This design comes from an exercise in tuning for small area and a short achievable clock period on the open sky130 flow, not from production work.
Only simulation tests tie the RTL to the original design; equivalence was not proved.
No activity file was given, so power comes from the tool's default toggle rates.

Setup of run 1:
// matvec_alu_top
module matvec_alu_top (
    input  logic        clk,
    input  logic        rst,
    input  logic        in_valid,
    input  logic [31:0] mat_word,
    input  logic [31:0] vec_word,
    input  logic [2:0]  pattern,
    output logic        out_valid,
    output logic [25:0] res_0,
    output logic [25:0] res_1,
    output logic [25:0] res_2,
    output logic [25:0] res_3
);
export LEC_CHECK = 0
export CAP_MARGIN = 20
export CORE_MARGIN = 2
export CORE_UTILIZATION = 40
export SLEW_MARGIN = 20
create_clock -name core_clock -period 5.2 [get_ports {clk}]
run.sh (not shown) runs the stock make flow with config.mk's settings and CLKGATE_MAP_FILE= SYNTH_SCRIPT=/design/flow/synth_recipe.tcl, a recipe that flattens the netlist after the stock synthesis.
Modified inputs, run 2 compared to run 1
Settings: an added SETUP_SLACK_MARGIN of 2.2.
==> comparison <==
Run 2: routed length on met1 higher than run 1
Count of buffers inserted at the top-level ports came out exactly the same in run 2 and run 1.
Going from run 1 to run 2, via count of the first global-routing pass grew by a little under 10%.
Edits applied to the flow inputs when going from run 2 to run 3:
Settings: SETUP_SLACK_MARGIN: 2.2 -> 2.0.
==> flow/flow/run.sh (new file) <==
#!/bin/bash
# standard layout, with plain buf_1 cells as the port buffers
set -euo pipefail
export BUFFER_PORTS_ARGS="-buffer_cell sky130_fd_sc_hd__buf_1"
bash standard.sh > standard.log 2>&1
==> flow/standard.sh (new file) <==
#!/bin/bash
# synth_recipe.tcl (not shown) runs the flow's synth.tcl, then flattens the netlist and writes it again
# the make line also repeats each setting of config.mk as NAME=value (left out here)
make -C /OpenROAD-flow-scripts/flow DESIGN_CONFIG=/design/flow/config.mk WORK_HOME=/design/flow/orfs CLKGATE_MAP_FILE= SYNTH_SCRIPT=/design/flow/synth_recipe.tcl "${@:-finish}"
removed: flow/run.sh
Findings:
Row aggregate global-route resource usage: run 3 lower / run 2 higher. met3 wire length of run 3 exceeds that of run 2 by a few percent. Lower final area among run 2 and run 3: run 3. Run comparison: run 2 commonest non-fill, non-tap cell in the layout sky130_fd_sc_hd__clkdlybuf4s50_1; run 3 commonest non-fill, non-tap cell in the layout sky130_fd_sc_hd__inv_1. NOTE static leakage run 2->run 3 decreased by a little under 10%. Run 3 vs run 2: fraction of area in multi-input gates up. Summary: fmax, run 3 worse than run 2. Going from run 2 to run 3, number of buffers other than clock buffers in the final layout shrank by more than 10%. Fraction of power consumed by combinational cells for run 3 is lower than for run 2.
> inputs changed (run 3 -> run 4)
Settings: SETUP_SLACK_MARGIN changed from 2.0 to 1.6.
==> flow/run.sh (new file) <==
#!/bin/bash
# synth_recipe.tcl (not shown) runs the flow's synth.tcl, then flattens the netlist and writes it again
# the make line also repeats each setting of config.mk as NAME=value (left out here)
make -C /OpenROAD-flow-scripts/flow DESIGN_CONFIG=/design/flow/config.mk WORK_HOME=/design/flow/orfs CLKGATE_MAP_FILE= SYNTH_SCRIPT=/design/flow/synth_recipe.tcl finish
removed: flow/flow/run.sh
removed: flow/standard.sh
--- outcome ---
As far as signed area change from the synthesized netlist to the final layout is concerned, run 4 and run 3 perform about the same.
Diff run 3 -> run 4: via count decreased about 3.8%; portion of the clock cycle consumed by the worst path in the final layout +0.97 points; data arrival time of the critical path shows an increase of 0.06 ns; biggest fanout along the worst timing path went down.

========
== rev 12 ==
Another version of the RTL of matvec_alu_top (not shown whole).
For scale: ~1600 cells after synthesis, roughly 180 I/O pins.
clock: 5.2 ns
lec_check: 0
cap_margin: 20
core_margin: 2
core_utilization: 60
setup_slack_margin: 1.9
slew_margin: 20
synth_hierarchical: 1
standard.sh (not shown) runs the stock make flow with config.mk's settings and CLKGATE_MAP_FILE= SYNTH_SCRIPT=/design/flow/synth_recipe.tcl, a recipe that flattens the netlist after the stock synthesis.
==> flow/flow/run.sh <==
#!/bin/bash
# standard layout, with plain buf_1 cells as the port buffers
set -euo pipefail
export BUFFER_PORTS_ARGS="-buffer_cell sky130_fd_sc_hd__buf_1"
bash standard.sh > standard.log 2>&1
What rev 13 does differently from rev 12 at the input level:
--- a/flow/config.mk
+++ b/flow/config.mk
@@ -9,3 +9,5 @@
 export CORE_MARGIN = 2
-export CORE_UTILIZATION = 60
+export CORE_UTILIZATION = 40
+export CTS_CLUSTER_DIAMETER = 120
+export CTS_CLUSTER_SIZE = 24
 export SETUP_SLACK_MARGIN = 1.9
### Flow results
- NOTE die outline height rev 12->rev 13 increased by more than 10%
- The final layout net count of rev 13 is lower than that of rev 12.
- Of rev 12 and rev 13, rev 12 shows the higher final non-filler cell area, with rev 13 below it.
- Share of cell area taken by flip-flops and latches in rev 13 is 0.41 points higher than in rev 12
- Changes observed in rev 13 relative to rev 12: routed length on met1 climbed 2300 µm; initial antenna violation count climbed 3; count of placed standard cells including taps climbed 9.2%.
- Rev 13 gives less worst endpoint data arrival time than rev 12 did.

========
matvec_alu_top, a different RTL version from the one above (not shown whole).
Size: about 180 I/O pins.
## matvec_alu_top
module matvec_alu_top (
    input  logic        clk,
    input  logic        rst,
    input  logic        in_valid,
    input  logic [31:0] mat_word,
    input  logic [31:0] vec_word,
    input  logic [2:0]  pattern,
    output logic        out_valid,
    output logic [25:0] res_0,
    output logic [25:0] res_1,
    output logic [25:0] res_2,
    output logic [25:0] res_3
);
Settings: LEC_CHECK=0, CAP_MARGIN=20, CORE_MARGIN=2, CORE_UTILIZATION=40, CTS_BUF_LIST=sky130_fd_sc_hd__clkbuf_4, CTS_CLUSTER_SIZE=30, SETUP_SLACK_MARGIN=1.6, SLEW_MARGIN=20, SYNTH_HIERARCHICAL=1; clock period 5.2 ns.
Scripts as last shown in full above: flow/flow/run.sh
The starting point finished clean.
==> next run, changes <==
CTS_BUF_LIST = not set   (was sky130_fd_sc_hd__clkbuf_4)
CTS_CLUSTER_SIZE = not set   (was 30)
Flip-flop and latch count is unchanged.
Core utilization increases by 0.32 points.
Routed wire length decreases by about 1.7%.
Cell count decreases by about 3.2%.
Non-clock buffer count does not change.
Cell area increases by about 0.7%.
Hold slack is better by 180 ps.
Combinational power is about the same.
Global-route usage decreases by 0.59 points.
Count of clock-buffer cells in the layout decreases by 54.
Sequential share of layout area decreases by 0.19 points.
==> next run, changes <==
CORE_UTILIZATION = 50   (was 40)
PLACE_DENSITY = 0.8   (was not set)
After rerunning: Clock-buffer cell count rose by 5; combinational power is higher slightly; synthesized cell count is unchanged; utilization goes up by 10 points; die area drops by about a fifth.
==> next run, changes <==
CORE_UTILIZATION = 40   (was 50)
CTS_BUF_LIST = sky130_fd_sc_hd__clkbuf_4   (was not set)
CTS_CLUSTER_SIZE = 30   (was not set)
PLACE_DENSITY = not set   (was 0.8)
SETUP_SLACK_MARGIN = 2.0   (was 1.6)
Result: Setup slack gets better by 160 ps; final area went up by 5.0%; worst hold slack gets better by 59 ps; critical path depth went up by 3.

[separate check: timing with driven ports]
The results above use ideal ports. As a check the final layouts listed here were re-extracted and re-timed, cells and wires unchanged. Step 1 (the two cells are an assumption about what drives the block):
set clk [get_ports {clk}]
set_driving_cell -lib_cell sky130_fd_sc_hd__clkbuf_16 $clk
set_driving_cell -lib_cell sky130_fd_sc_hd__buf_2 [delete_from_list [all_inputs] $clk]
Step 2, shift: input delay + t, output delay - t, t = (earliest + latest rising clock arrival at the registers) / 2. This alone moves slack from input paths to output paths. Slacks: ideal / step 1 / step 2; pairs: ideal / step 1.
run	shift t [ns]	setup WS [ns]	clock arrival spread, ns
run 1	0.601	1.349 / 1.349 / 1.349	0.024 / 0.023
run 2	0.604	1.841 / 1.841 / 1.841	0.017 / 0.018
run 3	0.602	1.739 / 1.739 / 1.739	0.031 / 0.032
run 4	0.599	1.688 / 1.688 / 1.688	0.029 / 0.029
rev 12	0.585	1.989 / 1.989 / 1.989	0.017 / 0.017
rev 13	0.540	2.005 / 2.005 / 2.005	0.032 / 0.031
the first run of note 3	0.772	1.724 / 1.695 / 1.724	0.042 / 0.043
the second run of note 3	0.593	1.713 / 1.713 / 1.713	0.018 / 0.018
the third run of note 3	0.597	1.696 / 1.696 / 1.696	0.030 / 0.030
the fourth run of note 3	0.814	1.861 / 1.861 / 1.861	0.033 / 0.034
After both steps setup and hold are still met in every run listed.
